This is an optimization exercise on Yosys and OpenROAD, whose aim is small area and a short achievable clock period, not a production implementation. Where RTL was checked, it was by simulation tests only, not by an equivalence proof against the original. For run 1, only the layout was checked, not whether the RTL still works. Power is estimated from default activity; no workload was simulated.

==> flow/design.v, too long to show whole: its modules and the start of the top module <==
// module fft_power_peak: 1272 lines
// module fpp_fa: 10 lines
// module fpp_cpa: 3 lines
module fft_power_peak #(
    parameter  int N          = 8,
    parameter  int DATA_WIDTH = 16,
    localparam int BIN_W      = $clog2(N),
    localparam int PWR_W      = 2 * DATA_WIDTH + 1
) (
    input  logic                         clk,
    input  logic                         rst_n,
    input  logic signed [DATA_WIDTH-1:0] in_real,
    input  logic signed [DATA_WIDTH-1:0] in_imag,
    input  logic                         in_valid,
    input  logic                         clear,
    input  logic        [PWR_W-1:0]      thresh,
    output logic                         peak_over,
    output logic        [PWR_W-1:0]      pwr_out,
    output logic        [BIN_W-1:0]      pwr_bin,
    output logic                         pwr_valid,
    output logic        [PWR_W-1:0]      peak_pwr,
    output logic        [BIN_W-1:0]      peak_bin,
    output logic                         peak_valid,
    output logic        [15:0]           frame_cnt,
    output logic        [1:0]            dbg_state
);
  // ...
==> flow/flow/run.sh <==
#!/bin/bash
# Layout flow: the standard flow (standard synthesis, floorplan, place, CTS, route,
# finish) unchanged, except that the port buffers are the platform's plain buf_1 cell
# instead of the resizer's default pick; repair_design and repair_timing still resize them.
set -euo pipefail
export BUFFER_PORTS_ARGS="-buffer_cell sky130_fd_sc_hd__buf_1"
bash standard.sh finish > standard.log 2>&1
==> flow/standard.sh <==
#!/bin/bash
# synth_recipe.tcl (not shown) runs the flow's synth.tcl, then flattens the netlist and writes it again
# the make line also repeats each setting of config.mk as NAME=value (left out here)
make -C /OpenROAD-flow-scripts/flow DESIGN_CONFIG=/design/flow/config.mk WORK_HOME=/design/flow/orfs CLKGATE_MAP_FILE= SYNTH_SCRIPT=/design/flow/synth_recipe.tcl "${@:-finish}"
==> flow/config.mk <==
export PLATFORM = sky130hd
export DESIGN_NAME = fft_power_peak
export DESIGN_NICKNAME = fft_power_peak
export VERILOG_FILES = /design/flow/design.v
export SDC_FILE = /design/flow/constraint.sdc
export NUM_CORES = 4
export LEC_CHECK = 0
export CAP_MARGIN = 20
export CORE_MARGIN = 2
export CORE_UTILIZATION = 40
export SETUP_SLACK_MARGIN = 4.2
export SLEW_MARGIN = 20
export SYNTH_HIERARCHICAL = 1
export SYNTH_MINIMUM_KEEP_SIZE = 0
==> flow/constraint.sdc <==
create_clock -name core_clock -period 7.5 [get_ports {clk}]
set_input_delay 1.5000 -clock core_clock [delete_from_list [all_inputs] [get_ports {clk}]]
set_output_delay 1.5000 -clock core_clock [all_outputs]
set_load 0.01 [all_outputs]
==> impl_metrics.json, run 1 <==
{
  "worstHoldPathCells": 1,
  "totalWireLength_mm": 43.52,
  "number_of_clock_buffers_inserted_by_tritoncts": 24,
  "cp.required_ns": 7.88,
  "timing.critical_path.to_type": "flop",
  "insertedDiodeCount": 0,
  "detailroute.via_count": 12200,
  "dominant_power_group": "combinational cells",
  "highest_count_cells_in_the_layout_ignoring_fill_and_taps": "nand2_1, inv_1, dfxtp_1, buf_1, fa_1",
  "hold_start": "r_bin_cnt[0]",
  "multi_input_gate_share_of_the_layout_cell_area_pct": 58.07,
  "power.share.switching_pct": 46.27,
  "routed.top_layer": "met4",
  "clockNetworkAreaShare_pct": 4.194,
  "routed-wl-met2_mm": 20.01,
  "placement_rows": 73,
  "synth_largest_area_cell": "fa_1",
  "run_status": "finished clean",
  "synth_common_cells": "nand2_1, fa_1, inv_1, dfxtp_1, nor2_1",
  "timing.slew.headroom_pct": 47.62,
  "drtIter0Drc": 852,
  "n_multi_input_combinational_cell": 1165,
  "combinationalPowerShare_pct": 63.7,
  "period_minus_slack_ns": 3.395,
  "grt_pass1_wl_mm": 68.05,
  "tritoncts": "done",
  "initial_standard_cell_utilization_of_the_core_pct": 40.28,
  "maxClockFrequency_mhz": 294.6,
  "grt_busiest_layer": "met2",
  "drt-pass1-iter-count": 6,
  "routabilityCongestion": 0.9073,
  "netlist_area_sq_mm": 0.01590,
  "die_w_microns": 203.3,
  "grt_setup_unrepaired": "true",
  "crit_type": "reg2reg",
  "grt_use_met1_pct": 28.28,
  "fin_hold_ws_ns": 0.4563,
  "placed_cells_incl_taps": 2240,
  "p_int_uw": 4542,
  "post_drt_via_cell_ratio": 5.261,
  "nNonClkInverters": 167,
  "cts_setup_buffers": 27
}
==> run 2: changes to the inputs <==
--- a/flow/design.v
+++ b/flow/design.v
@@ -1227,21 +1227,17 @@
     logic [31:0] w_nxt_pwr;
     logic [2:0]  w_nxt_bin;
     assign dbg_state  = {r_rep, r_run};
     assign peak_valid = r_rep;
     assign peak_pwr   = {1'b0, r_peak_pwr};
     assign w_beat   = pwr_valid & ~clear;
     assign w_bin0   = (pwr_bin == 3'd0);
     assign w_bin7   = (pwr_bin == 3'd7);
-    always_comb begin
-        w_gt = 1'b0;
-        for (int i = 0; i < 32; i++)
-            w_gt = (r_pwr[i] & ~r_run_pwr[i]) | ((r_pwr[i] | ~r_run_pwr[i]) & w_gt);
-    end
+    fpp_gt32 u_gt (.a(r_pwr), .b(r_run_pwr), .gt(w_gt));
     assign w_take   = w_beat & (r_run ? w_gt : w_bin0);
     assign w_report = w_beat & r_run & w_bin7;
     assign w_nxt_pwr = w_take ? r_pwr   : r_run_pwr;
     assign w_nxt_bin = w_take ? pwr_bin : r_run_bin;
     always_ff @(posedge clk) begin
         r_run_pwr <= w_nxt_pwr;
         r_run_bin <= w_nxt_bin;
     end
@@ -1261,25 +1257,45 @@
                 peak_bin   <= w_nxt_bin;
             end
         end
     end
     always_ff @(posedge clk or negedge rst_n) begin
         if (!rst_n) begin
             peak_over <= 1'b0;
         end else if (r_rep) begin
-            peak_over <= ({1'b0, r_peak_pwr} >= thresh);
+            peak_over <= ~w_thr_gt;
         end
     end
+    logic w_thr_gt;
+    fpp_gt33 u_thr (.a(thresh), .b({1'b0, r_peak_pwr}), .gt(w_thr_gt));
 endmodule
 module fpp_fa (
     input  logic a,
     input  logic b,
     input  logic c,
     output logic s,
     output logic co
 );
     assign s  = a ^ b ^ c;
     assign co = (a & b) | (c & (a ^ b));
 endmodule
+module fpp_gt32 (
+    input  logic [31:0] a,
+    input  logic [31:0] b,
+    output logic        gt
+);
+    always_comb begin
+        gt = 1'b0;
+        for (int i = 0; i < 32; i++)
+            gt = (a[i] & ~b[i]) | ((a[i] | ~b[i]) & gt);
+    end
+endmodule
+module fpp_gt33 (
+    input  logic [32:0] a,
+    input  logic [32:0] b,
+    output logic        gt
+);
+    assign gt = a > b;
+endmodule
 module fpp_cpa (input logic [31:0] a, input logic [31:0] b, output logic [31:0] y);
     assign y = a + b;
 endmodule
==> impl_metrics.json, run 2 <==
{
  "post_synthesis_register_bit_count": 212,
  "final_cells": 2161,
  "grt_overflow": 0,
  "clockPowerShare_pct": 14.3,
  "regMostFlops": "r_cs",
  "crit_arrival_ns": 3.75,
  "detailroute.via_count": 11150,
  "drt-pass1-iter-count": 5,
  "maxCapViolations": 0,
  "clock_sinks": 212,
  "worstReg2RegEnd": "r_pwr[31]",
  "finalMaxSlewViolations": 0,
  "worst_skew_pair.late_latency_ns": 0.51,
  "cp.required_ns": 7.88,
  "cts_hold_buffers": 0,
  "crit_path_max_fanout": 7,
  "synth-edff-count": 0,
  "hold_viol": 0,
  "detail_route.wl_per_cell_microns": 18.18,
  "async_reset_ff_share_pct": 27.83,
  "p_int_uw": 4276,
  "avg_inst_size_synth_sq_um": 9.906,
  "crit_type": "in2reg",
  "design.portCount": 162,
  "synth_largest_area_cell": "fa_1",
  "timing.hold.worst.class": "reg2reg",
  "grt_max_degree": 72,
  "flow.area_growth_from_synthesis_pct": 20.35,
  "synth_top_cell_area_share_pct": 28.66,
  "number_of_clock_buffers_inserted_by_tritoncts": 24,
  "drc_errors": 0,
  "yosys_warnings": 8,
  "irDropWorstVdd_v": 0.0003884,
  "design.final.nets": 2040,
  "setup.reg_to_reg.worst_slack_ns": 4.19,
  "route.antenna.remaining_nets": 0,
  "post_drt_via_cell_ratio": 5.160,
  "total_leakage_power_uw": 0.007548,
  "routabilityCongestion": 0.9002,
  "tritoncts": "done",
  "worst-r2r-cell-count": 11,
  "fin_skew_ns": 0.01123,
  "crit-reg2reg-launch": "r_cs[34]",
  "clk_transition_reported_paths_ns": 0.06,
  "highest_count_cells_in_the_layout_ignoring_fill_and_taps": "nand2_1, inv_1, dfxtp_1, buf_1, fa_1",
  "setup_ws_ns": 4.134,
  "port_buffers": 159,
  "run_status": "finished clean",
  "portion_of_the_post_synthesis_area_used_by_sequential_elements_pct": 30.37,
  "grt.total_usage_pct": 19.77,
  "maxClockFrequency_mhz": 297.1,
  "max-clock-path-buffers": 3,
  "initial_standard_cell_utilization_of_the_core_pct": 40.73,
  "ys.flop_type": "dfxtp_1",
  "combinationalPowerShare_pct": 63.4,
  "layout_worst_path_cycle_share_pct": 44.88,
  "first_global_vias": 11500,
  "synth_common_cells": "nand2_1, fa_1, inv_1, dfxtp_1, nor2_1",
  "placed_cells_incl_taps": 2088,
  "yosysUniqueCellTypes": 77,
  "power.share.switching_pct": 45.48,
  "setup_viol_count_final": 0,
  "final.setup.tns_ns": 0,
  "timing.critical_path.to_type": "flop",
  "period_minus_slack_ns": 3.366,
  "dpl.hpwl_mm": 28.63,
  "fillerInstances": 3372,
  "tightest_slew_ns": 0.8027,
  "die_w_microns": 197.3,
  "net-switching-power_uw": 3567,
  "totalWireLength_mm": 39.28,
  "synth_top_cells_by_area": "fa_1, dfxtp_1, dfrtp_1",
  "grt_antenna_before_repair": 0,
  "worstHoldPathCells": 2,
  "die-area_sq_mm": 0.03893,
  "critical_path.startpoint_type": "input pin",
  "hold-path-endpoint": "r_run_bin[2]",
  "layout-drive-gt1-share_pct": 17.90,
  "post-place-ws_ns": 2.912,
  "timing.slew.headroom_pct": 46.49,
  "synth.most_common_cell": "nand2_1",
  "seq_power_share_pct": 22.3,
  "area_of_the_core_sq_mm": 0.03670,
  "htree_num_levels": 1,
  "final_common_cell": "nand2_1",
  "die_y_microns": 197.3,
  "power.density_mw_per_mm2": 435.9,
  "insertedDiodeCount": 0,
  "cts_root_buffer": "clkbuf_16",
  "grt_pass1_wl_mm": 60.42,
  "netlist_area_sq_mm": 0.01495,
  "hold_start": "r_run_bin[2]",
  "drtIter0Drc": 680,
  "synth_cells": 1509,
  "grt_setup_unrepaired": "true",
  "placement_rows": 70,
  "largest_register_ff_count": 83
}
==> run 2: cell count changes in the layout (fill, tap and decap cells not counted), sizes merged, moves of 18 or more <==
cell,previous run,this run
a31oi,3,36
a21oi,97,49
mux2,31,1
a211oi,50,7
nand2,277,341
a221oi,22,4
nor2,110,88
==> run 2: worst max path at each step <==
| stage | from | end | slack, ns | cells past startpoint |
|---|---|---|---|---|
| global route | r_cs[34] | r_pwr[31] | 4.09 | 11 |
| detailed placement | in_real[2] | r_cs[50] | 2.91 | 7 |
| CTS | in_imag[15] | r_cs[54] | 4.14 | 7 |
| floorplan | in_imag[15] | r_cs[64] | 3.82 | 7 |
| global placement | in_real[7] | r_cs[34] | 2.93 | 6 |
| finish | in_real[15] | r_cs[74] | 4.13 | 8 |
==> run 2: critical path, cell delays in order <==
cell,delay (ns)
buf_8,0.08
clkinvlp_4,0.12
buf_12,0.17
nor2_2,0.11
fa_1,0.44
fa_2,0.37
fa_2,0.55
fa_1,0.41
==> run 2: layout make-up <==
class	instances	area (sq um)	area share [%]
clock buffer	38	724.4	4.027
clock inverter	6	36.28	0.2017
inverter	161	618.1	3.436
multi-input combinational	1083	10100	56.16
sequential	212	4543	25.25
tap	468	585.6	3.255
timing repair buffer	193	1379	7.664
==> run 2: metal layers <==
layer	global-route usage (%)	vias up	routed length [microns]
met2	31.25	480	17600
li1	-	5215	-
met4	6.878	0	1150
met5	0	-	0
met1	27.15	5391	17380
met3	3.961	65	3154
==> run 2: stage by stage <==
stage	power [uW]	util (%)	cell area (sq um)	hold slack, ns
final	7842	49.02	17990	0.4391
after global routing	8501	49.02	17990	0.4632
after CTS	7618	47.46	17420	0.4430
after detailed placement	6183	44.24	16230	0.4296
after global placement	6108	44.24	16230	0.4191
after floorplan	5042	-	15760	0.4104
==> run 2: cell families after synthesis <==
kind of cell	count (synthesis)	share of synthesized area [%]
buffers and inverters	223	6.068
xor gates and xnor gates	44	2.578
muxes	4	0.2762
and+or+nand+nor	520	14.59
adders and majority gates	303	36.01
AOI/OAI and AO/OA	202	10.09
DFF	212	30.37
other	1	0.02509
==> run 2: power by group through the flow <==
stage	clock network [uW]	logic, uW	registers (uW)
after global placement	0	4350	1760
after detailed placement	0	4420	1770
after CTS	1150	4720	1750
after global routing	1200	5510	1790
final	1120	4970	1750
after floorplan	0	3300	1740
==> run 2: modules after synthesis, one instance, submodules excluded <==
module | cells | cell area, sq um | copies in the design
fpp_fa | 1 | 20.02 | 213
fpp_gt33 | 119 | 849.6 | 1
fft_power_peak | 844 | 7490 | 1
fpp_cpa | 241 | 1744 | 1
fpp_gt32 | 92 | 600.6 | 1
==> run 2: what timing repair did <==
item                       in CTS  in global routing
cloned                          0                  4
setup endpoints to repair     119                 64
hold endpoints to repair        0                  0
buffers inserted               10                 15
pin swaps                      19                 34
gates resized for setup       192                100
==> run 3: changes to the inputs <==
--- a/flow/config.mk
+++ b/flow/config.mk
@@ -8,7 +8,8 @@
 export CAP_MARGIN = 20
 export CORE_MARGIN = 2
 export CORE_UTILIZATION = 40
-export SETUP_SLACK_MARGIN = 4.2
+export CTS_BUF_LIST = sky130_fd_sc_hd__clkbuf_4
+export SETUP_SLACK_MARGIN = 3.8
 export SLEW_MARGIN = 20
 export SYNTH_HIERARCHICAL = 1
 export SYNTH_MINIMUM_KEEP_SIZE = 0
==> impl_metrics.json, run 3 <==
{
  "clk_transition_reported_paths_ns": 0.05,
  "synth_largest_area_cell": "fa_1",
  "tritoncts": "done",
  "drt-pass1-iter-count": 5,
  "run_status": "finished clean",
  "fillerInstances": 3540,
  "port_buffers": 159,
  "yosys_warnings": 8,
  "muxShareOfSynthArea_pct": 0.2762,
  "power.total_uw": 7266,
  "period_minus_slack_ns": 3.734,
  "regMostFlops": "r_cs",
  "synth_top_cell_area_share_pct": 28.66,
  "area_share_of_fa_ha_maj_cells_after_synthesis_pct": 36.01,
  "flow.area_growth_from_synthesis_pct": 12.70,
  "worst_skew_pair.late_latency_ns": 0.69,
  "drtIter0Drc": 601,
  "crit_arrival_ns": 4.27,
  "grt_pass1_wl_mm": 60.22,
  "first_global_vias": 11390,
  "post-place-ws_ns": 2.909,
  "post_synthesis_register_bit_count": 212,
  "ys.flop_type": "dfxtp_1",
  "fin_hold_ws_ns": 0.4389,
  "drc_errors": 0,
  "cts_root_buffer": "clkbuf_4",
  "tightest_slew_ns": 0.7930,
  "number_of_clock_buffers_inserted_by_tritoncts": 55,
  "synth-edff-count": 0,
  "max-clock-path-buffers": 3,
  "highest_count_cells_in_the_layout_ignoring_fill_and_taps": "nand2_1, fa_1, inv_1, dfxtp_1, buf_1",
  "maxClockFrequency_mhz": 267.8,
  "layout-drive-gt1-share_pct": 10.13,
  "design.final.nets": 2045,
  "grt_setup_unrepaired": "true",
  "post_synth_and_or_nand_nor_area_fraction_pct": 14.59,
  "die_y_microns": 197.3,
  "cp.required_ns": 8.04,
  "totalWireLength_mm": 37.90,
  "initial_standard_cell_utilization_of_the_core_pct": 40.73,
  "crit_type": "in2reg",
  "grt_antenna_before_repair": 1,
  "dpl.hpwl_mm": 28.73,
  "routabilityCongestion": 0.9146,
  "fin_skew_ns": 0.02491,
  "setup_ws_ns": 3.766,
  "power.share.switching_pct": 45.69,
  "design.portCount": 162,
  "yosys.area_share.xor_xnor_pct": 2.578,
  "layout_worst_path_cycle_share_pct": 49.78,
  "final_common_cell": "nand2_1",
  "hold_viol": 0,
  "total_leakage_power_uw": 0.007279,
  "htree_num_levels": 2,
  "critical_path.startpoint_type": "input pin",
  "synth_common_cells": "nand2_1, fa_1, inv_1, dfxtp_1, nor2_1",
  "final.setup.tns_ns": 0,
  "timing.hold.worst.class": "reg2reg",
  "netlist_area_sq_mm": 0.01495,
  "die-area_sq_mm": 0.03893,
  "yosysUniqueCellTypes": 77,
  "net-switching-power_uw": 3320,
  "post_drt_via_cell_ratio": 5.107,
  "maxCapViolations": 0,
  "setup_viol_count_final": 0,
  "grt.total_usage_pct": 19.82,
  "irDropWorstVdd_v": 0.0002880,
  "finalMaxSlewViolations": 0,
  "grt_overflow": 0,
  "synth.most_common_cell": "nand2_1",
  "multi_input_comb_area_sq_mm": 0.009580,
  "route.antenna.remaining_nets": 0,
  "p_int_uw": 3947,
  "async_reset_ff_share_pct": 27.83,
  "portion_of_the_post_synthesis_area_used_by_sequential_elements_pct": 30.37,
  "synth_compound_gate_area_share_pct": 10.09,
  "seqCellArea_sq_mm": 0.004539,
  "clock_sinks": 212,
  "largest_family_of_logic_cells_by_synthesized_area": "adder cells",
  "final_cells": 2196,
  "timing.critical_path.to_type": "flop",
  "synth_cells": 1509,
  "seq_power_share_pct": 24.1,
  "avg_inst_size_synth_sq_um": 9.906,
  "power.density_mw_per_mm2": 431.3,
  "timing.slew.headroom_pct": 47.14,
  "clockPowerShare_pct": 14.9,
  "largest_register_ff_count": 83,
  "placed_cells_incl_taps": 2087,
  "placement_rows": 70,
  "detail_route.wl_per_cell_microns": 17.26,
  "synth_top_cells_by_area": "fa_1, dfxtp_1, dfrtp_1",
  "crit_path_max_fanout": 15,
  "area_of_the_core_sq_mm": 0.03670,
  "detailroute.via_count": 11220,
  "grt_max_degree": 72,
  "die_w_microns": 197.3,
  "cts_hold_buffers": 0,
  "combinationalPowerShare_pct": 61.1
}
==> run 3: cell families after synthesis <==
group | count (synthesis)
buf+inv | 223
compound gates | 202
fa+ha+maj | 303
simple gates | 520
xor+xnor | 44
mux | 4
flops | 212
other cells | 1
==> run 3: critical path, cell delays in order <==
cell,delay [ns]
clkdlybuf4s15_1,0.67
nand2_1,0.15
fa_1,0.44
fa_1,0.47
fa_1,0.54
fa_1,0.50
==> run 3: timing repair <==
action                                  4_1_cts  5_1_grt
endpoints found under the setup margin       11       31
gates cloned                                  0        0
buffers inserted                              0        4
gates resized for setup                      15       41
pin swaps                                     0        1
==> run 3: modules after synthesis, one instance, submodules excluded <==
module	cell area [sq um]	flip-flops and latches	cells inside
fpp_cpa	1744	0	241
fft_power_peak	7490	212	844
fpp_gt32	600.6	0	92
fpp_gt33	849.6	0	119
fpp_fa	20.02	0	1
==> run 3: worst paths after layout <==
check | startpoint | end | slack (ns) | depth (start not counted)
hold / removal | r_run_bin[2] | r_run_bin[2] | 0.44 | 2
setup / recovery | in_imag[13] | r_cs[42] | 3.77 | 6
hold reg to reg | r_run_bin[2] | r_run_bin[2] | 0.44 | 2
min in group asynchronous | rst_n | r_peak_pwr[8] | 0.97 | 2
setup reg to reg | r_cs[32] | r_pwr[31] | 3.90 | 11
max in group asynchronous | rst_n | r_bin_cnt[1] | 5.99 | 2
==> run 3: final cells by class <==
class                           instances  area share, %
Multi-Input combinational cell       1083          56.87
Tap cell                              468          3.476
Sequential cell                       212          26.95
Timing Repair Buffer                  167          4.427
Antenna cell                            1        0.01485
Clock buffer                           80          3.565
Inverter                              161          3.610
Clock inverter                         24          1.092
==> run 3: routing by layer <==
| layer | track usage, % | wire, microns |
|---|---|---|
| met1 | 27.29 | 17160 |
| met2 | 31.00 | 16740 |
| met3 | 4.849 | 3228 |
| met4 | 5.904 | 770 |
| met5 | 0 | 0 |
==> run 3: metrics by stage <==
| stage | area, sq um | util [%] |
|---|---|---|
| 2_1_floorplan | 15080 | - |
| 3_3_place_gp | 15930 | 43.40 |
| 3_5_place_dp | 15930 | 43.40 |
| 4_1_cts | 16770 | 45.70 |
| 5_1_grt | 16850 | 45.91 |
| 6_report | 16850 | 45.91 |
==> run 3: power groups by stage <==
stage	registers (uW)	logic, uW	clock network [uW]
6_report	1750	4440	1080
5_1_grt	1790	5030	1180
4_1_cts	1750	4400	1130
3_5_place_dp	1780	4380	0
3_3_place_gp	1770	4300	0
2_1_floorplan	1740	3240	0
==> run 4: changes to the inputs <==
--- a/flow/config.mk
+++ b/flow/config.mk
@@ -9,7 +9,7 @@
 export CORE_MARGIN = 2
 export CORE_UTILIZATION = 40
 export CTS_BUF_LIST = sky130_fd_sc_hd__clkbuf_4
-export SETUP_SLACK_MARGIN = 3.8
+export SETUP_SLACK_MARGIN = 4.0
 export SLEW_MARGIN = 20
 export SYNTH_HIERARCHICAL = 1
 export SYNTH_MINIMUM_KEEP_SIZE = 0
==> impl_metrics.json, run 4 <==
{
  "synth-edff-count": 0,
  "synth_top_cell_area_share_pct": 28.66,
  "layout-drive-gt1-share_pct": 14.57,
  "synth_cells": 1509,
  "synth_common_cells": "nand2_1, fa_1, inv_1, dfxtp_1, nor2_1",
  "placement_rows": 70,
  "netlist_area_sq_mm": 0.01495,
  "critical_path.slowest_cell": "fa_1",
  "maxCapViolations": 0,
  "post_synth_and_or_nand_nor_area_fraction_pct": 14.59,
  "final_common_cell": "nand2_1",
  "yosys.area_share.xor_xnor_pct": 2.578,
  "power.density_mw_per_mm2": 429.9,
  "routabilityCongestion": 0.8577,
  "yosys_warnings": 8,
  "drt-pass1-iter-count": 5,
  "clock_sinks": 212,
  "crit_arrival_ns": 4.07,
  "yosysUniqueCellTypes": 77,
  "post_synthesis_register_bit_count": 212,
  "grt_antenna_before_repair": 2,
  "grt_pass1_wl_mm": 59.89,
  "regMostFlops": "r_cs",
  "grt_overflow": 0,
  "synth.most_common_cell": "nand2_1",
  "die_w_microns": 197.3,
  "highest_count_cells_in_the_layout_ignoring_fill_and_taps": "nand2_1, fa_1, inv_1, dfxtp_1, buf_1",
  "timing.hold.worst.class": "reg2reg",
  "placed_cell_area_sq_mm": 0.01611,
  "cts_root_buffer": "clkbuf_4",
  "timing.slew.headroom_pct": 48.50,
  "totalWireLength_mm": 37.90,
  "grt.total_usage_pct": 19.71,
  "timing.critical_path.to_type": "flop",
  "drtIter0Drc": 573,
  "largest_family_of_logic_cells_by_synthesized_area": "adder cells",
  "grt_max_degree": 72,
  "area_share_of_fa_ha_maj_cells_after_synthesis_pct": 36.01,
  "clk_transition_reported_paths_ns": 0.07,
  "tritoncts": "done",
  "initial_standard_cell_utilization_of_the_core_pct": 40.73,
  "cts_hold_buffers": 0,
  "number_of_clock_buffers_inserted_by_tritoncts": 57,
  "largest_register_ff_count": 83,
  "cp.required_ns": 8.05,
  "grt_setup_unrepaired": "false",
  "final_design_area_no_fill_sq_mm": 0.01715,
  "design.portCount": 162,
  "route.antenna.remaining_nets": 0,
  "synth_largest_area_cell": "fa_1",
  "final.setup.tns_ns": 0,
  "hold_viol": 0,
  "worstPathCellList": "clkdlybuf4s15_2, inv_1, nor2_4, fa_2, fa_2, fa_1, fa_1",
  "area_of_the_core_sq_mm": 0.03670,
  "fin_skew_ns": 0.05594,
  "finalMaxSlewViolations": 0,
  "async_reset_ff_share_pct": 27.83,
  "muxShareOfSynthArea_pct": 0.2762,
  "worst_skew_pair.late_latency_ns": 0.72,
  "avg_inst_size_synth_sq_um": 9.906,
  "run_status": "finished clean",
  "ys.flop_type": "dfxtp_1",
  "synth_top_cells_by_area": "fa_1, dfxtp_1, dfrtp_1",
  "flow.area_growth_from_synthesis_pct": 14.72,
  "critical_path.startpoint_type": "input pin",
  "first_global_vias": 11610,
  "layout_worst_path_cycle_share_pct": 46.93,
  "maxClockFrequency_mhz": 284.1,
  "post_drt_via_cell_ratio": 5.113,
  "drc_errors": 0,
  "port_buffers": 159,
  "die_y_microns": 197.3,
  "die-area_sq_mm": 0.03893,
  "setup_viol_count_final": 0,
  "crit_type": "in2reg",
  "portion_of_the_post_synthesis_area_used_by_sequential_elements_pct": 30.37,
  "setup.reg_to_reg.worst_slack_ns": 4.18,
  "crit_path_max_fanout": 15,
  "htree_num_levels": 2,
  "detail_route.wl_per_cell_microns": 17.24,
  "total_leakage_power_uw": 0.007289,
  "power.total_uw": 7371,
  "design.final.nets": 2049,
  "synth_compound_gate_area_share_pct": 10.09,
  "detailroute.via_count": 11240,
  "period_minus_slack_ns": 3.520,
  "irDropWorstVdd_v": 0.0003259,
  "max-clock-path-buffers": 3,
  "dpl.hpwl_mm": 28.53,
  "tightest_slew_ns": 0.7725,
  "critPathMaxStageDelay_ns": 0.50
}
run 4: cell types whose count changed in the layout (fill, tap and decap cells not counted), moves of 12 or more:
cell             previous run  this run
nand2_1                   341       327
fa_2                        9        56
clkbuf_2                   20         1
nand2_2                     0        12
clkdlybuf4s15_2             5        19
fa_1                      205       158
run 4: area by class of cell:
cell class / instances / area, sq um
Fill cell: 3512 / 19550
Multi-Input combinational cell: 1083 / 9799
Sequential cell: 212 / 4539
Timing Repair Buffer: 169 / 862.1
Clock buffer: 84 / 630.6
Inverter: 161 / 611.8
Tap cell: 468 / 585.6
Clock inverter: 20 / 113.9
Antenna cell: 2 / 5.005
run 4: power breakdown:
| part | total (uW) | leakage [uW] | internal (uW) | switching, uW |
|---|---|---|---|---|
| registers | 1750 | 0.00209 | 1520 | 240 |
| logic | 4590 | 0.00476 | 1920 | 2670 |
| clock network | 1030 | 0.000441 | 549 | 481 |
run 4: kinds of logic (layout without fill, tap and decap cells):
kind of cell | after synthesis | after routing
xor gates and xnor gates | 44 | 44
AOI/OAI and AO/OA | 202 | 202
DFF | 212 | 212
buffers and inverters | 223 | 434
adders and majority gates | 303 | 303
other | 1 | 12
and+or+nand+nor | 520 | 520
muxes | 4 | 4
run 4: stage by stage:
step | hold WS [ns] | worst slack [ns] | instances | util, %
2_1_floorplan | 0.4104 | 3.818 | 1518 | -
3_3_place_gp | 0.4223 | 2.961 | 2088 | 43.89
3_5_place_dp | 0.4272 | 2.885 | 2088 | 43.89
4_1_cts | 0.4419 | 4.000 | 2197 | 46.61
5_1_grt | 0.4680 | 4.004 | 2198 | 46.72
6_report | 0.4387 | 3.980 | 2199 | 46.73
run 4: worst max-delay path, delay by kind of cell:
family	cells	cell delay (ns)
fa+ha+maj	4	1.76
simple gates	1	0.13
buf+inv	2	0.67
run 4: modules after synthesis (local to each module, per instance):
module / flip-flops and latches / cell area (sq um)
fpp_gt32: 0 / 600.6
fpp_cpa: 0 / 1744
fft_power_peak: 212 / 7490
fpp_fa: 0 / 20.02
fpp_gt33: 0 / 849.6
run 4: path summary, 6_finish.rpt:
kind,from,end,cells past startpoint
hold reg to reg,r_run_bin[2],r_run_bin[2],2
hold / removal,r_run_bin[2],r_run_bin[2],2
setup reg to reg,r_cs[32],r_pwr[31],10
setup / recovery,in_real[6],r_cs[64],7
min in group asynchronous,rst_n,r_peak_pwr[9],2
max in group asynchronous,rst_n,frame_cnt[1],2
run 4: per-layer routing:
layer | track usage, % | vias to the layer above | part of all wire [%]
li1 | - | 5263 | -
met2 | 31.51 | 468 | 45
met3 | 4.388 | 80 | 8.1
met5 | 0 | - | 0
met4 | 6.544 | 0 | 2.4
met1 | 26.60 | 5432 | 45
run 4: what timing repair did:
action / in CTS / in global routing
setup buffers: 5 / 0
setup endpoints to repair: 41 / 46
pin swaps: 2 / 3
gates resized for setup: 58 / 21
==> run 5: changes to the inputs <==
--- a/flow/config.mk
+++ b/flow/config.mk
@@ -9,7 +9,7 @@
 export CORE_MARGIN = 2
 export CORE_UTILIZATION = 40
 export CTS_BUF_LIST = sky130_fd_sc_hd__clkbuf_4
-export SETUP_SLACK_MARGIN = 4.0
+export SETUP_SLACK_MARGIN = 4.2
 export SLEW_MARGIN = 20
 export SYNTH_HIERARCHICAL = 1
 export SYNTH_MINIMUM_KEEP_SIZE = 0
==> impl_metrics.json, run 5 <==
{
  "grt_pass1_wl_mm": 60.69,
  "largest_register_ff_count": 83,
  "grt.total_usage_pct": 19.96,
  "synth_cells": 1509,
  "critical_path.startpoint_type": "input pin",
  "htree_num_levels": 2,
  "ys.flop_type": "dfxtp_1",
  "die_w_microns": 197.3,
  "die_y_microns": 197.3,
  "grt_antenna_before_repair": 1,
  "worst_skew_pair.late_latency_ns": 0.68,
  "grt_setup_unrepaired": "true",
  "clk_transition_reported_paths_ns": 0.06,
  "drc_errors": 0,
  "period_minus_slack_ns": 3.367,
  "worstPathCellList": "buf_2, nand2_1, fa_1, fa_1, fa_1, fa_1",
  "dpl.hpwl_mm": 28.63,
  "post_drt_via_cell_ratio": 5.096,
  "synth_largest_area_cell": "fa_1",
  "tritoncts": "done",
  "avg_inst_size_synth_sq_um": 9.906,
  "routabilityCongestion": 0.9002,
  "maxClockFrequency_mhz": 297.0,
  "port_buffers": 159,
  "number_of_clock_buffers_inserted_by_tritoncts": 58,
  "cts_hold_buffers": 0,
  "regMostFlops": "r_cs",
  "synth_top_cells_by_area": "fa_1, dfxtp_1, dfrtp_1",
  "post-place-ws_ns": 2.912,
  "yosysUniqueCellTypes": 77,
  "setup_viol_count_final": 0,
  "synth_top_cell_area_share_pct": 28.66,
  "timing.critical_path.to_type": "flop",
  "clock_sinks": 212,
  "run_status": "finished clean",
  "totalWireLength_mm": 38.87,
  "grt_overflow": 0,
  "final.setup.tns_ns": 0,
  "layout-drive-gt1-share_pct": 18.32,
  "detail_route.wl_per_cell_microns": 17.59,
  "finalMaxSlewViolations": 0,
  "hold-path-endpoint": "r_run_bin[2]",
  "synth_common_cells": "nand2_1, fa_1, inv_1, dfxtp_1, nor2_1",
  "first_global_vias": 11710,
  "total_leakage_power_uw": 0.007423,
  "timing.critical_path.max_delay_family": "adder cells",
  "timing.hold.worst.class": "reg2reg",
  "irDropWorstVdd_v": 0.0003979,
  "cts_root_buffer": "clkbuf_4",
  "cp.required_ns": 8.03,
  "placement_rows": 70,
  "route.antenna.remaining_nets": 0,
  "final_common_cell": "nand2_1",
  "setup_ws_ns": 4.133,
  "critPathMaxStageDelay_ns": 0.57,
  "drtIter0Drc": 556,
  "yosys_warnings": 8,
  "timing.critical_path.mode_cell": "fa_1",
  "synth-edff-count": 0,
  "layout_worst_path_cycle_share_pct": 44.89,
  "hold_start": "r_run_bin[2]",
  "fin_skew_ns": 0.03407,
  "worstReg2RegEnd": "r_pwr[31]",
  "crit_arrival_ns": 3.89,
  "initial_standard_cell_utilization_of_the_core_pct": 40.73,
  "grt_max_degree": 72,
  "power.total_uw": 7673,
  "maxCapViolations": 0,
  "timing.slew.headroom_pct": 46.13,
  "portion_of_the_post_synthesis_area_used_by_sequential_elements_pct": 30.37,
  "die-area_sq_mm": 0.03893,
  "tightest_slew_ns": 0.8080,
  "area_of_the_core_sq_mm": 0.03670,
  "async_reset_ff_share_pct": 27.83,
  "drt-pass1-iter-count": 5,
  "crit_type": "in2reg",
  "design.portCount": 162,
  "critPathBufInv": 1,
  "hold_viol": 0,
  "netlist_area_sq_mm": 0.01495,
  "max-clock-path-buffers": 3,
  "critical_path.slowest_cell": "fa_1",
  "synth.most_common_cell": "nand2_1",
  "flow.area_growth_from_synthesis_pct": 16.83,
  "crit_path_max_fanout": 15,
  "setup.reg_to_reg.worst_slack_ns": 4.24,
  "crit-reg2reg-launch": "r_cs[34]",
  "worstHoldPathCells": 2,
  "design.final.nets": 2061,
  "highest_count_cells_in_the_layout_ignoring_fill_and_taps": "nand2_1, inv_1, dfxtp_1, fa_1, buf_1",
  "post_synthesis_register_bit_count": 212,
  "fillerInstances": 3526,
  "detailroute.via_count": 11260,
  "power.density_mw_per_mm2": 439.4,
  "worst-r2r-cell-count": 11
}
-- run 5: worst max path at each step --
| stage | startpoint | to | slack (ns) | cells after the start |
|---|---|---|---|---|
| global placement | in_real[7] | r_cs[34] | 2.93 | 6 |
| finish | in_real[5] | r_cs[50] | 4.13 | 6 |
| CTS | in_real[9] | r_cs[50] | 4.18 | 6 |
| floorplan | in_imag[15] | r_cs[64] | 3.82 | 7 |
| detailed placement | in_real[2] | r_cs[50] | 2.91 | 7 |
| global route | r_cs[34] | r_pwr[31] | 4.13 | 11 |
-- run 5: kinds of logic (layout without fill, tap and decap cells) --
family / after synthesis / in the layout / synth area share (%)
mux: 4 / 4 / 0.2762
flops: 212 / 212 / 30.37
compound gates: 202 / 202 / 10.09
other cells: 1 / 11 / 0.02509
buf+inv: 223 / 446 / 6.068
xor+xnor: 44 / 44 / 2.578
simple gates: 520 / 520 / 14.59
fa+ha+maj: 303 / 303 / 36.01
-- run 5: routing by layer --
layer / up-vias / track usage [%] / routed length, microns
li1: 5294 / - / -
met1: 5409 / 27.33 / 17530
met2: 462 / 30.82 / 17080
met3: 97 / 4.303 / 2919
met4: 0 / 8.187 / 1333
met5: - / 0 / 0
-- run 5: per-stage QoR --
step / instances / instance area, sq um / util [%] / hold WS [ns]
after global placement: 2088 / 16230 / 44.24 / 0.4191
final: 2210 / 17460 / 47.59 / 0.4403
after floorplan: 1518 / 15760 / - / 0.4104
after CTS: 2201 / 17210 / 46.89 / 0.4425
after detailed placement: 2088 / 16230 / 44.24 / 0.4296
after global routing: 2210 / 17460 / 47.59 / 0.4644
-- run 5: worst min-delay path, cell delays in order (launching register included) --
cell and delay [ns]:
dfxtp_1 0.31, nand2_1 0.06, nand2_1 0.05
-- run 5: layout make-up --
type / instances / area, sq um / share of cell area (%)
diodes: 1 / 2.502 / 0.01433
repair buffers: 180 / 939.7 / 5.380
multi-input cells: 1083 / 10020 / 57.39
well taps: 468 / 585.6 / 3.353
clock buffers: 89 / 668.1 / 3.826
flip-flops and latches: 212 / 4542 / 26.01
inverters: 161 / 611.8 / 3.503
clock inverters: 16 / 92.59 / 0.5302
-- run 5: modules after synthesis (local to each module, per instance) --
module	flops+latches	area, sq um
fft_power_peak	212	7490
fpp_fa	0	20.02
fpp_gt33	0	849.6
fpp_cpa	0	1744
fpp_gt32	0	600.6
-- run 5: repair_timing --
item,4_1_cts,5_1_grt
gates cloned,0,2
pin swaps,6,17
gates resized for setup,134,47
setup endpoints to repair,99,90
setup buffers,8,6
-- run 5: power by group --
part / total, uW / switching (uW) / internal [uW] / leakage, uW
Combinational: 4880 / 2850 / 2040 / 0.00488
Sequential: 1740 / 227 / 1520 / 0.00209
Clock: 1050 / 476 / 572 / 0.000450
Total: 7670 / 3550 / 4120 / 0.00742
==> run 6: changes to the inputs <==
==> flow/flow/run.sh (replaced) <==
#!/bin/bash
# Layout flow: the standard flow (standard synthesis, floorplan, place, CTS, route,
# finish) unchanged, except that
#  - the port buffers are the platform's plain buf_1 cell instead of the resizer's default
#    pick (repair_design and repair_timing still resize them);
#  - CTS builds the tree from clkbuf_4 and clkbuf_8 cells, clusters up to 12 sinks per
#    leaf buffer and
#    adds no dummy load cells.
set -euo pipefail
export BUFFER_PORTS_ARGS="-buffer_cell sky130_fd_sc_hd__buf_1"
export CTS_ARGS="-sink_clustering_enable -repair_clock_nets -buf_list {sky130_fd_sc_hd__clkbuf_4 sky130_fd_sc_hd__clkbuf_8} -sink_clustering_size 12 -sink_clustering_max_diameter 50 -dont_use_dummy_load"
bash standard.sh finish > standard.log 2>&1
--- a/flow/config.mk
+++ b/flow/config.mk
@@ -8,7 +8,6 @@
 export CAP_MARGIN = 20
 export CORE_MARGIN = 2
 export CORE_UTILIZATION = 40
-export CTS_BUF_LIST = sky130_fd_sc_hd__clkbuf_4
 export SETUP_SLACK_MARGIN = 4.2
 export SLEW_MARGIN = 20
 export SYNTH_HIERARCHICAL = 1
==> impl_metrics.json, run 6 <==
{
  "tritoncts": "done",
  "timing.slew.headroom_pct": 44.84,
  "port_buffers": 159,
  "worst-r2r-cell-count": 11,
  "maxCapViolations": 0,
  "grt_busiest_layer": "met2",
  "synth_top_cell_area_share_pct": 28.66,
  "detail_route.wl_per_cell_microns": 18.17,
  "ys.flop_type": "dfxtp_1",
  "initial_standard_cell_utilization_of_the_core_pct": 40.73,
  "drt-pass1-iter-count": 5,
  "final_cells": 2141,
  "fin_skew_ns": 0.03712,
  "grt_setup_unrepaired": "true",
  "design.portCount": 162,
  "yosysUniqueCellTypes": 77,
  "irDropWorstVdd_v": 0.0003994,
  "layout_worst_path_cycle_share_pct": 44.87,
  "largest_register_ff_count": 83,
  "portion_of_the_post_synthesis_area_used_by_sequential_elements_pct": 30.37,
  "post_synthesis_register_bit_count": 212,
  "timing.hold.worst.class": "reg2reg",
  "synth_compound_gate_area_share_pct": 10.09,
  "crit_path_max_fanout": 3,
  "number_of_clock_buffers_inserted_by_tritoncts": 27,
  "die-area_sq_mm": 0.03893,
  "grt_max_degree": 72,
  "power.density_mw_per_mm2": 430.2,
  "maxClockFrequency_mhz": 297.2,
  "first_global_vias": 11450,
  "grt_antenna_before_repair": 0,
  "max-clock-path-buffers": 3,
  "crit_arrival_ns": 3.76,
  "worstHoldPathCells": 2,
  "largest_family_of_logic_cells_by_synthesized_area": "adder cells",
  "clk_transition_reported_paths_ns": 0.07,
  "critical_path.startpoint_type": "input pin",
  "layout-drive-gt1-share_pct": 16.74,
  "groute.layer.met2.usage_pct": 30.95,
  "routabilityCongestion": 0.9002,
  "placement_rows": 70,
  "die_w_microns": 197.3,
  "cts_hold_buffers": 0,
  "netlist_area_sq_mm": 0.01495,
  "post-route-util_pct": 47.32,
  "clock_sinks": 212,
  "dpl.hpwl_mm": 28.63,
  "insertedDiodeCount": 0,
  "avg_inst_size_synth_sq_um": 9.906,
  "crit_type": "in2reg",
  "final.setup.tns_ns": 0,
  "grt_use_met1_pct": 27.31,
  "hold_viol": 0,
  "post_drt_via_cell_ratio": 5.190,
  "die_y_microns": 197.3,
  "yosys.area_share.xor_xnor_pct": 2.578,
  "grt.total_usage_pct": 19.67,
  "yosys_warnings": 8,
  "totalWireLength_mm": 38.91,
  "synth.most_common_cell": "nand2_1",
  "highest_count_cells_in_the_layout_ignoring_fill_and_taps": "nand2_1, inv_1, dfxtp_1, fa_1, buf_1",
  "htree_num_levels": 1,
  "run_status": "finished clean",
  "design.final.nets": 2040,
  "fin_hold_ws_ns": 0.4445,
  "synth_common_cells": "nand2_1, fa_1, inv_1, dfxtp_1, nor2_1",
  "timing.critical_path.to_type": "flop",
  "cts_root_buffer": "clkbuf_8",
  "route.antenna.remaining_nets": 0,
  "grt_overflow": 0,
  "synth_largest_area_cell": "fa_1",
  "regMostFlops": "r_cs",
  "grt_pass1_wl_mm": 60.09,
  "synth-edff-count": 0,
  "detailroute.via_count": 11110,
  "finalMaxSlewViolations": 0,
  "async_reset_ff_share_pct": 27.83,
  "post_synth_and_or_nand_nor_area_fraction_pct": 14.59,
  "synth_top_cells_by_area": "fa_1, dfxtp_1, dfrtp_1",
  "setup.reg_to_reg.worst_slack_ns": 4.22,
  "placed_cells_incl_taps": 2088,
  "muxShareOfSynthArea_pct": 0.2762,
  "cp.required_ns": 7.90,
  "flow.area_growth_from_synthesis_pct": 16.17,
  "setup_viol_count_final": 0,
  "drtIter0Drc": 597,
  "tightest_slew_ns": 0.8274,
  "drc_errors": 0,
  "area_of_the_core_sq_mm": 0.03670,
  "period_minus_slack_ns": 3.365,
  "total_leakage_power_uw": 0.007284,
  "worst_skew_pair.late_latency_ns": 0.53,
  "area_share_of_fa_ha_maj_cells_after_synthesis_pct": 36.01,
  "globalRouteMet3Util_pct": 3.876,
  "final_common_cell": "nand2_1",
  "synth_cells": 1509
}
run 6: path summary, 6_finish.rpt:
path	to	startpoint
setup reg to reg	r_pwr[31]	r_cs[34]
hold / removal	r_run_bin[2]	r_run_bin[2]
setup / recovery	r_cs[54]	in_real[15]
min in group asynchronous	r_peak_pwr[8]	rst_n
max in group asynchronous	r_peak_pwr[30]	rst_n
hold reg to reg	r_run_bin[2]	r_run_bin[2]
run 6: routing by layer:
layer	up-vias	routed length [microns]
met2	428	17510
met4	0	996
met3	73	2863
met1	5418	17530
li1	5192	-
met5	-	0
run 6: metrics by stage:
stage	area, sq um	power [uW]	setup slack (ns)
global placement	16230	6108	2.934
CTS	16950	7188	4.128
floorplan	15760	5042	3.818
global route	17370	8126	4.124
finish	17370	7470	4.135
detailed placement	16230	6183	2.912
run 6: cell type report:
| cell class | count | area [sq um] |
|---|---|---|
| clock buffers | 27 | 371.6 |
| fillers | 3473 | 19330 |
| flip-flops and latches | 212 | 4542 |
| well taps | 468 | 585.6 |
| multi-input cells | 1083 | 10100 |
| repair buffers | 190 | 1157 |
| inverters | 161 | 611.8 |
run 6: timing repair:
item,4_1_cts,5_1_grt
buffers inserted,11,13
resized for setup,175,75
pin swaps,15,33
cloned,0,2
endpoints found under the setup margin,115,88
run 6: per-module statistics from Yosys, one instance, submodules excluded:
| module | cells inside | cell area [sq um] |
|---|---|---|
| fpp_cpa | 241 | 1744 |
| fpp_gt32 | 92 | 600.6 |
| fpp_fa | 1 | 20.02 |
| fpp_gt33 | 119 | 849.6 |
| fft_power_peak | 844 | 7490 |
run 6: power by group:
part           leakage [uW]  internal, uW  switching (uW)
registers           0.00209          1520             229
clock network      0.000194           317             377
logic               0.00500          2120            2910
total               0.00728          3960            3510
run 6: cell families after synthesis:
group | after synthesis
adder cells (fa/ha/maj) | 303
buffers and inverters | 223
AND/OR/NAND/NOR | 520
other | 1
AO/OA/AOI/OAI | 202
multiplexers | 4
flip-flops | 212
XOR/XNOR | 44
run 6: worst max-delay path, stage by stage:
cell and delay (ns):
buf_8 0.10, clkinvlp_4 0.09, buf_6 0.13, buf_6 0.11
nor2_4 0.03, fa_1 0.55, fa_2 0.45, fa_2 0.35
fa_1 0.45
==> run 7: changes to the inputs <==
--- a/flow/config.mk
+++ b/flow/config.mk
@@ -8,7 +8,7 @@
 export CAP_MARGIN = 20
 export CORE_MARGIN = 2
 export CORE_UTILIZATION = 40
-export SETUP_SLACK_MARGIN = 4.2
+export SETUP_SLACK_MARGIN = 4.0
 export SLEW_MARGIN = 20
 export SYNTH_HIERARCHICAL = 1
 export SYNTH_MINIMUM_KEEP_SIZE = 0
==> impl_metrics.json, run 7 <==
{
  "run_status": "finished clean",
  "crit_type": "in2reg",
  "first_global_vias": 11290,
  "crit_path_max_fanout": 15,
  "critPathBufInv": 1,
  "placement_rows": 70,
  "grt_overflow": 0,
  "detailroute.via_count": 10890,
  "yosys_warnings": 8,
  "design.final.nets": 2018,
  "final.setup.tns_ns": 0,
  "die-area_sq_mm": 0.03893,
  "period_minus_slack_ns": 3.480,
  "synth_largest_area_cell": "fa_1",
  "grt_antenna_before_repair": 0,
  "design.portCount": 162,
  "tightest_slew_ns": 0.7643,
  "worstPathCellList": "buf_2, nand2_1, fa_1, fa_2, fa_1, fa_1",
  "flow.area_growth_from_synthesis_pct": 11.49,
  "timing.slew.headroom_pct": 49.05,
  "synth_top_cell_area_share_pct": 28.66,
  "highest_count_cells_in_the_layout_ignoring_fill_and_taps": "nand2_1, fa_1, inv_1, dfxtp_1, buf_1",
  "timing.critical_path.max_delay_family": "adder cells",
  "maxClockFrequency_mhz": 287.3,
  "largest_register_ff_count": 83,
  "tritoncts": "done",
  "setup_viol_count_final": 0,
  "grt_max_degree": 72,
  "irDropWorstVdd_v": 0.0003356,
  "clk_transition_reported_paths_ns": 0.07,
  "critPathMaxStageDelay_ns": 0.58,
  "insertedDiodeCount": 0,
  "synth.most_common_cell": "nand2_1",
  "placed_cell_area_sq_mm": 0.01611,
  "netlist_area_sq_mm": 0.01495,
  "drt-pass1-iter-count": 5,
  "worst_skew_pair.late_latency_ns": 0.56,
  "final_design_area_no_fill_sq_mm": 0.01667,
  "detail_route.wl_per_cell_microns": 17.51,
  "max-clock-path-buffers": 3,
  "area_of_the_core_sq_mm": 0.03670,
  "hold_start": "r_bin_cnt[0]",
  "routabilityCongestion": 0.8577,
  "cp.required_ns": 7.89,
  "timing.critical_path.to_type": "flop",
  "regMostFlops": "r_cs",
  "synth_common_cells": "nand2_1, fa_1, inv_1, dfxtp_1, nor2_1",
  "hold_viol": 0,
  "critical_path.startpoint_type": "input pin",
  "grt_setup_unrepaired": "false",
  "route.antenna.remaining_nets": 0,
  "ys.flop_type": "dfxtp_1",
  "number_of_clock_buffers_inserted_by_tritoncts": 26,
  "timing.critical_path.mode_cell": "fa_1",
  "timing.hold.worst.class": "reg2reg",
  "drc_errors": 0,
  "power.density_mw_per_mm2": 419.9,
  "port_buffers": 159,
  "fillerInstances": 3515,
  "crit-reg2reg-launch": "r_cs[32]",
  "synth_cells": 1509,
  "initial_standard_cell_utilization_of_the_core_pct": 40.73,
  "worst_setup_startpoint": "in_imag[5]",
  "die_y_microns": 197.3,
  "totalWireLength_mm": 37.11,
  "cts_root_buffer": "clkbuf_8",
  "htree_num_levels": 1,
  "die_w_microns": 197.3,
  "grt.total_usage_pct": 19.26,
  "synth-edff-count": 0,
  "post_synthesis_register_bit_count": 212,
  "critical_path.slowest_cell": "fa_1",
  "maxCapViolations": 0,
  "yosysUniqueCellTypes": 77,
  "clock_sinks": 212,
  "setup_ws_ns": 4.020,
  "grt_pass1_wl_mm": 58.95,
  "avg_inst_size_synth_sq_um": 9.906,
  "post-place-ws_ns": 2.885,
  "total_leakage_power_uw": 0.007027,
  "async_reset_ff_share_pct": 27.83,
  "crit_arrival_ns": 3.87,
  "fin_skew_ns": 0.06481,
  "drtIter0Drc": 579,
  "layout_worst_path_cycle_share_pct": 46.41,
  "portion_of_the_post_synthesis_area_used_by_sequential_elements_pct": 30.37,
  "finalMaxSlewViolations": 0,
  "dpl.hpwl_mm": 28.53,
  "post_drt_via_cell_ratio": 5.140,
  "synth_top_cells_by_area": "fa_1, dfxtp_1, dfrtp_1",
  "layout-drive-gt1-share_pct": 11.45,
  "final_common_cell": "nand2_1"
}
run 7: cell types whose count changed in the layout (fill, tap and decap cells not counted), moves of 12 or more:
| cell | previous run | this run |
|---|---|---|
| fa_2 | 88 | 56 |
| clkbuf_4 | 1 | 15 |
| fa_1 | 126 | 158 |
| buf_2 | 0 | 12 |
| nand2_1 | 313 | 327 |
| buf_4 | 23 | 8 |
| buf_6 | 27 | 3 |
run 7: routing by layer:
metal | routed length [microns] | up-vias | track usage, % | share of wire (%)
met3 | 2851 | 54 | 3.978 | 7.7
met4 | 714 | 0 | 4.539 | 1.9
li1 | - | 5145 | - | -
met2 | 16540 | 387 | 31.05 | 45
met5 | 0 | - | 0 | 0
met1 | 17000 | 5306 | 26.71 | 46
run 7: timing repair:
| item | in CTS | in global routing |
|---|---|---|
| buffers inserted | 5 | 0 |
| endpoints found under the setup margin | 57 | 52 |
| endpoints found under the hold margin | 0 | 0 |
| hold buffers | 0 | 0 |
| pin swaps | 2 | 4 |
| resized for setup | 105 | 27 |
run 7: path summary, 6_finish.rpt:
| kind | endpoint | slack (ns) | cells after the start |
|---|---|---|---|
| worst max-delay path | r_cs[46] | 4.02 | 6 |
| worst min-delay path | pwr_bin[0] | 0.43 | 1 |
| worst max register to register | r_pwr[31] | 4.14 | 11 |
| worst min register to register | pwr_bin[0] | 0.43 | 1 |
| max in group asynchronous | r_bin_cnt[0] | 5.85 | 2 |
| min in group asynchronous | r_peak_pwr[5] | 1.08 | 2 |
run 7: stage by stage:
step	instances	util, %	total power, uW	hold slack [ns]
after floorplan	1518	-	5016	0.4104
after global placement	2088	43.89	6066	0.4223
after detailed placement	2088	43.89	6133	0.4272
after CTS	2119	45.19	6928	0.4328
after global routing	2119	45.41	7662	0.4613
final	2119	45.41	6998	0.4262
run 7: cell families after synthesis:
family                     count (synthesis)  synth area share [%]
DFF                                      212                 30.37
other                                      1               0.02509
adders and majority gates                303                 36.01
and+or+nand+nor                          520                 14.59
xor gates and xnor gates                  44                 2.578
buffers and inverters                    223                 6.068
muxes                                      4                0.2762
AOI/OAI and AO/OA                        202                 10.09
run 7: area by class of cell:
cell class / instances / area [sq um] / share of cell area (%)
sequential: 212 / 4539 / 27.24
timing repair buffer: 169 / 775.7 / 4.655
multi-input combinational: 1083 / 9796 / 58.78
clock buffer: 26 / 357.8 / 2.147
tap: 468 / 585.6 / 3.514
inverter: 161 / 611.8 / 3.671
run 7: power breakdown:
| group | internal [uW] | switching (uW) | total [uW] |
|---|---|---|---|
| Combinational | 1910 | 2660 | 4570 |
| Sequential | 1510 | 239 | 1750 |
| Clock | 305 | 370 | 675 |
| Total | 3730 | 3270 | 7000 |
run 7: modules after synthesis (local to each module, per instance):
module,times used,cells inside,flops+latches,area (sq um)
fft_power_peak,1,844,212,7490
fpp_cpa,1,241,0,1744
fpp_gt33,1,119,0,849.6
fpp_gt32,1,92,0,600.6
fpp_fa,213,1,0,20.02
==> run 8: changes to the inputs <==
--- a/flow/config.mk
+++ b/flow/config.mk
@@ -8,7 +8,7 @@
 export CAP_MARGIN = 20
 export CORE_MARGIN = 2
 export CORE_UTILIZATION = 40
-export SETUP_SLACK_MARGIN = 4.0
+export SETUP_SLACK_MARGIN = 4.1
 export SLEW_MARGIN = 20
 export SYNTH_HIERARCHICAL = 1
 export SYNTH_MINIMUM_KEEP_SIZE = 0
==> impl_metrics.json, run 8 <==
{
  "run_status": "finished clean",
  "htree_num_levels": 1,
  "drt-pass1-iter-count": 5,
  "critPathBufInv": 2,
  "setup_viol_count_final": 0,
  "crit_path_max_fanout": 15,
  "synth_common_cells": "nand2_1, fa_1, inv_1, dfxtp_1, nor2_1",
  "maxCapViolations": 0,
  "routed.top_layer": "met4",
  "avg_inst_size_synth_sq_um": 9.906,
  "design.portCount": 162,
  "number_of_clock_buffers_inserted_by_tritoncts": 27,
  "regMostFlops": "r_cs",
  "final_design_area_no_fill_sq_mm": 0.01710,
  "placement_rows": 70,
  "timing.critical_path.max_delay_family": "adder cells",
  "hold-path-endpoint": "peak_bin[2]",
  "synth_top_cells_by_area": "fa_1, dfxtp_1, dfrtp_1",
  "fin_skew_ns": 0.04865,
  "clockPowerShare_pct": 9.5,
  "grt_setup_unrepaired": "true",
  "hold_start": "r_run_bin[2]",
  "post_drt_via_cell_ratio": 5.189,
  "final.setup.tns_ns": 0,
  "power.density_mw_per_mm2": 424.6,
  "detail_route.wl_per_cell_microns": 18.10,
  "highest_count_cells_in_the_layout_ignoring_fill_and_taps": "nand2_1, inv_1, dfxtp_1, fa_1, buf_1",
  "cp.required_ns": 7.88,
  "netlist_area_sq_mm": 0.01495,
  "timing.hold.worst.class": "reg2reg",
  "post-place-ws_ns": 2.845,
  "power.share.switching_pct": 46.60,
  "synth-edff-count": 0,
  "grt.total_usage_pct": 19.58,
  "clock_sinks": 212,
  "drc_errors": 0,
  "placed_cells_incl_taps": 2088,
  "portion_of_the_post_synthesis_area_used_by_sequential_elements_pct": 30.37,
  "routed-wl-met2_mm": 17.09,
  "design.final.nets": 2032,
  "detailroute.via_count": 11070,
  "critPathMaxStageDelay_ns": 0.54,
  "clk_transition_reported_paths_ns": 0.07,
  "final_cells": 2133,
  "critical_path.slowest_cell": "fa_1",
  "die-area_sq_mm": 0.03893,
  "irDropWorstVdd_v": 0.0003860,
  "synth_largest_area_cell": "fa_1",
  "layout-drive-gt1-share_pct": 14.83,
  "combinationalPowerShare_pct": 66.4,
  "grt_overflow": 0,
  "flow.area_growth_from_synthesis_pct": 14.41,
  "timing.slew.headroom_pct": 47.29,
  "worstHoldPathCells": 2,
  "die_w_microns": 197.3,
  "largest_register_ff_count": 83,
  "routabilityCongestion": 0.8922,
  "first_global_vias": 11240,
  "port_buffers": 159,
  "timing.critical_path.to_type": "flop",
  "ys.flop_type": "dfxtp_1",
  "post_synthesis_register_bit_count": 212,
  "cts_hold_buffers": 0,
  "net-switching-power_uw": 3384,
  "route.antenna.remaining_nets": 0,
  "final_common_cell": "nand2_1",
  "area_of_the_core_sq_mm": 0.03670,
  "grt_antenna_before_repair": 0,
  "yosys_warnings": 8,
  "totalWireLength_mm": 38.60,
  "maxClockFrequency_mhz": 296.3,
  "async_reset_ff_share_pct": 27.83,
  "worstPathCellList": "buf_4, inv_2, nor2_4, fa_2, fa_2, fa_1, fa_1",
  "cts_root_buffer": "clkbuf_8",
  "tritoncts": "done",
  "placed_cell_area_sq_mm": 0.01618,
  "worstReg2RegEnd": "r_pwr[31]",
  "grt_pass1_wl_mm": 59.59,
  "met3_wirelength_mm": 3.133,
  "grt_max_degree": 71,
  "initial_standard_cell_utilization_of_the_core_pct": 40.73,
  "seq_power_share_pct": 24.1,
  "setup.reg_to_reg.worst_slack_ns": 4.16,
  "worst_skew_pair.late_latency_ns": 0.57,
  "layout_worst_path_cycle_share_pct": 45.01,
  "synth_top_cell_area_share_pct": 28.66,
  "synth.most_common_cell": "nand2_1",
  "setup_ws_ns": 4.125,
  "die_y_microns": 197.3,
  "hold_viol": 0,
  "crit-reg2reg-launch": "r_cs[32]",
  "synth_cells": 1509,
  "max-clock-path-buffers": 3,
  "insertedDiodeCount": 0,
  "critical_path.startpoint_type": "input pin",
  "crit_arrival_ns": 3.76,
  "yosysUniqueCellTypes": 77,
  "tightest_slew_ns": 0.7907,
  "crit_type": "in2reg",
  "dpl.hpwl_mm": 28.71,
  "worst-r2r-cell-count": 11,
  "drtIter0Drc": 604,
  "fillerInstances": 3470,
  "finalMaxSlewViolations": 0,
  "p_int_uw": 3877,
  "m1WireLength_mm": 17.31,
  "period_minus_slack_ns": 3.375,
  "total_leakage_power_uw": 0.007189
}
run 8: cell families after synthesis:
logic type	count (synthesis)	synth area share, %
other	1	0.02509
and+or+nand+nor	520	14.59
buffers and inverters	223	6.068
AOI/OAI and AO/OA	202	10.09
DFF	212	30.37
muxes	4	0.2762
xor gates and xnor gates	44	2.578
adders and majority gates	303	36.01
run 8: Yosys stat by module (local to each module, per instance):
module | times used | cells inside
fpp_fa | 213 | 1
fft_power_peak | 1 | 844
fpp_cpa | 1 | 241
fpp_gt32 | 1 | 92
fpp_gt33 | 1 | 119
run 8: layout make-up:
| cell class | count | area, sq um | share of cell area, % |
|---|---|---|---|
| tap | 468 | 585.6 | 3.424 |
| sequential | 212 | 4542 | 26.56 |
| clock buffer | 27 | 371.6 | 2.173 |
| timing repair buffer | 182 | 1025 | 5.992 |
| inverter | 161 | 614.3 | 3.592 |
| multi-input combinational | 1083 | 9963 | 58.26 |
run 8: power groups by stage:
stage / Clock, uW / Sequential (uW) / Combinational, uW
2_1_floorplan: 0 / 1740 / 3290
3_3_place_gp: 0 / 1770 / 4320
3_5_place_dp: 0 / 1770 / 4400
4_1_cts: 725 / 1750 / 4550
5_1_grt: 769 / 1790 / 5380
6_report: 693 / 1750 / 4820
run 8: worst max path at each step:
| stage | start | end | cells past startpoint |
|---|---|---|---|
| 2_1_floorplan | in_imag[15] | r_cs[64] | 7 |
| 3_3_place_gp | in_real[2] | r_cs[50] | 7 |
| 3_5_place_dp | in_real[2] | r_cs[50] | 7 |
| 4_1_cts | r_cs[32] | r_pwr[31] | 11 |
| 5_1_grt | r_cs[32] | r_pwr[31] | 11 |
| 6_report | in_real[6] | r_cs[64] | 7 |
run 8: what timing repair did:
action / 4_1_cts / 5_1_grt
gates resized for setup: 139 / 58
hold endpoints to repair: 0 / 0
cloned: 0 / 1
endpoints found under the setup margin: 75 / 91
buffers inserted: 7 / 10
pin swaps: 4 / 23
run 8: through the flow:
stage | total power [uW] | utilization (%) | hold WS [ns]
6_report | 7261 | 46.60 | 0.4355
5_1_grt | 7941 | 46.60 | 0.4538
4_1_cts | 7029 | 45.70 | 0.4354
3_5_place_dp | 6172 | 44.09 | 0.4245
3_3_place_gp | 6090 | 44.09 | 0.4179
2_1_floorplan | 5032 | - | 0.4104
run 8: tightest hold or removal path, stage by stage (launching register included):
cell and delay [ns]:
dfxtp_1 0.29, nand2_1 0.06, a21oi_1 0.06
run 8: per-layer routing:
metal,track usage [%],up-vias
met1,26.98,5391
li1,-,5161
met2,30.74,444
met3,4.422,73
met4,6.182,0
met5,0,-

port drivers added, routing unchanged:
The flow's constraints put no driver on any port. The routed layouts listed below were extracted and timed again, unchanged, in two steps.
Step 1: set_driving_cell puts a clkbuf_16 on clk and a buf_2 on each other input, an assumption about the parent block.
Step 2 adds t to the input delays and takes it off the output delays; t is the mean of the earliest and latest rising clock arrival at the registers after step 1. Input paths then give back, and output paths get back, about the clock's delay inside the block.
Three values: no drivers, after step 1, after step 2; two values: the first two.
run | t, ns | setup slack, ns | slew at the worst register clock pin (ns)
run 1 | 0.568 | 4.105 / 4.105 / 3.562 | 0.06 / 0.06
run 2 | 0.562 | 4.134 / 4.121 / 3.559 | 0.06 / 0.06
run 3 | 0.720 | 3.766 / 3.784 / 3.064 | 0.08 / 0.08
run 4 | 0.735 | 3.980 / 4.007 / 3.272 | 0.07 / 0.07
run 5 | 0.716 | 4.133 / 4.152 / 3.436 | 0.07 / 0.07
run 6 | 0.570 | 4.135 / 4.136 / 3.567 | 0.08 / 0.08
run 7 | 0.576 | 4.020 / 4.032 / 3.457 | 0.08 / 0.08
run 8 | 0.585 | 4.125 / 4.142 / 3.558 | 0.08 / 0.08
After both steps every run listed still meets setup and hold. The setup slack of run 4, which loses most, moves by +0.027 ns with the drivers and by -0.708 ns with both steps.
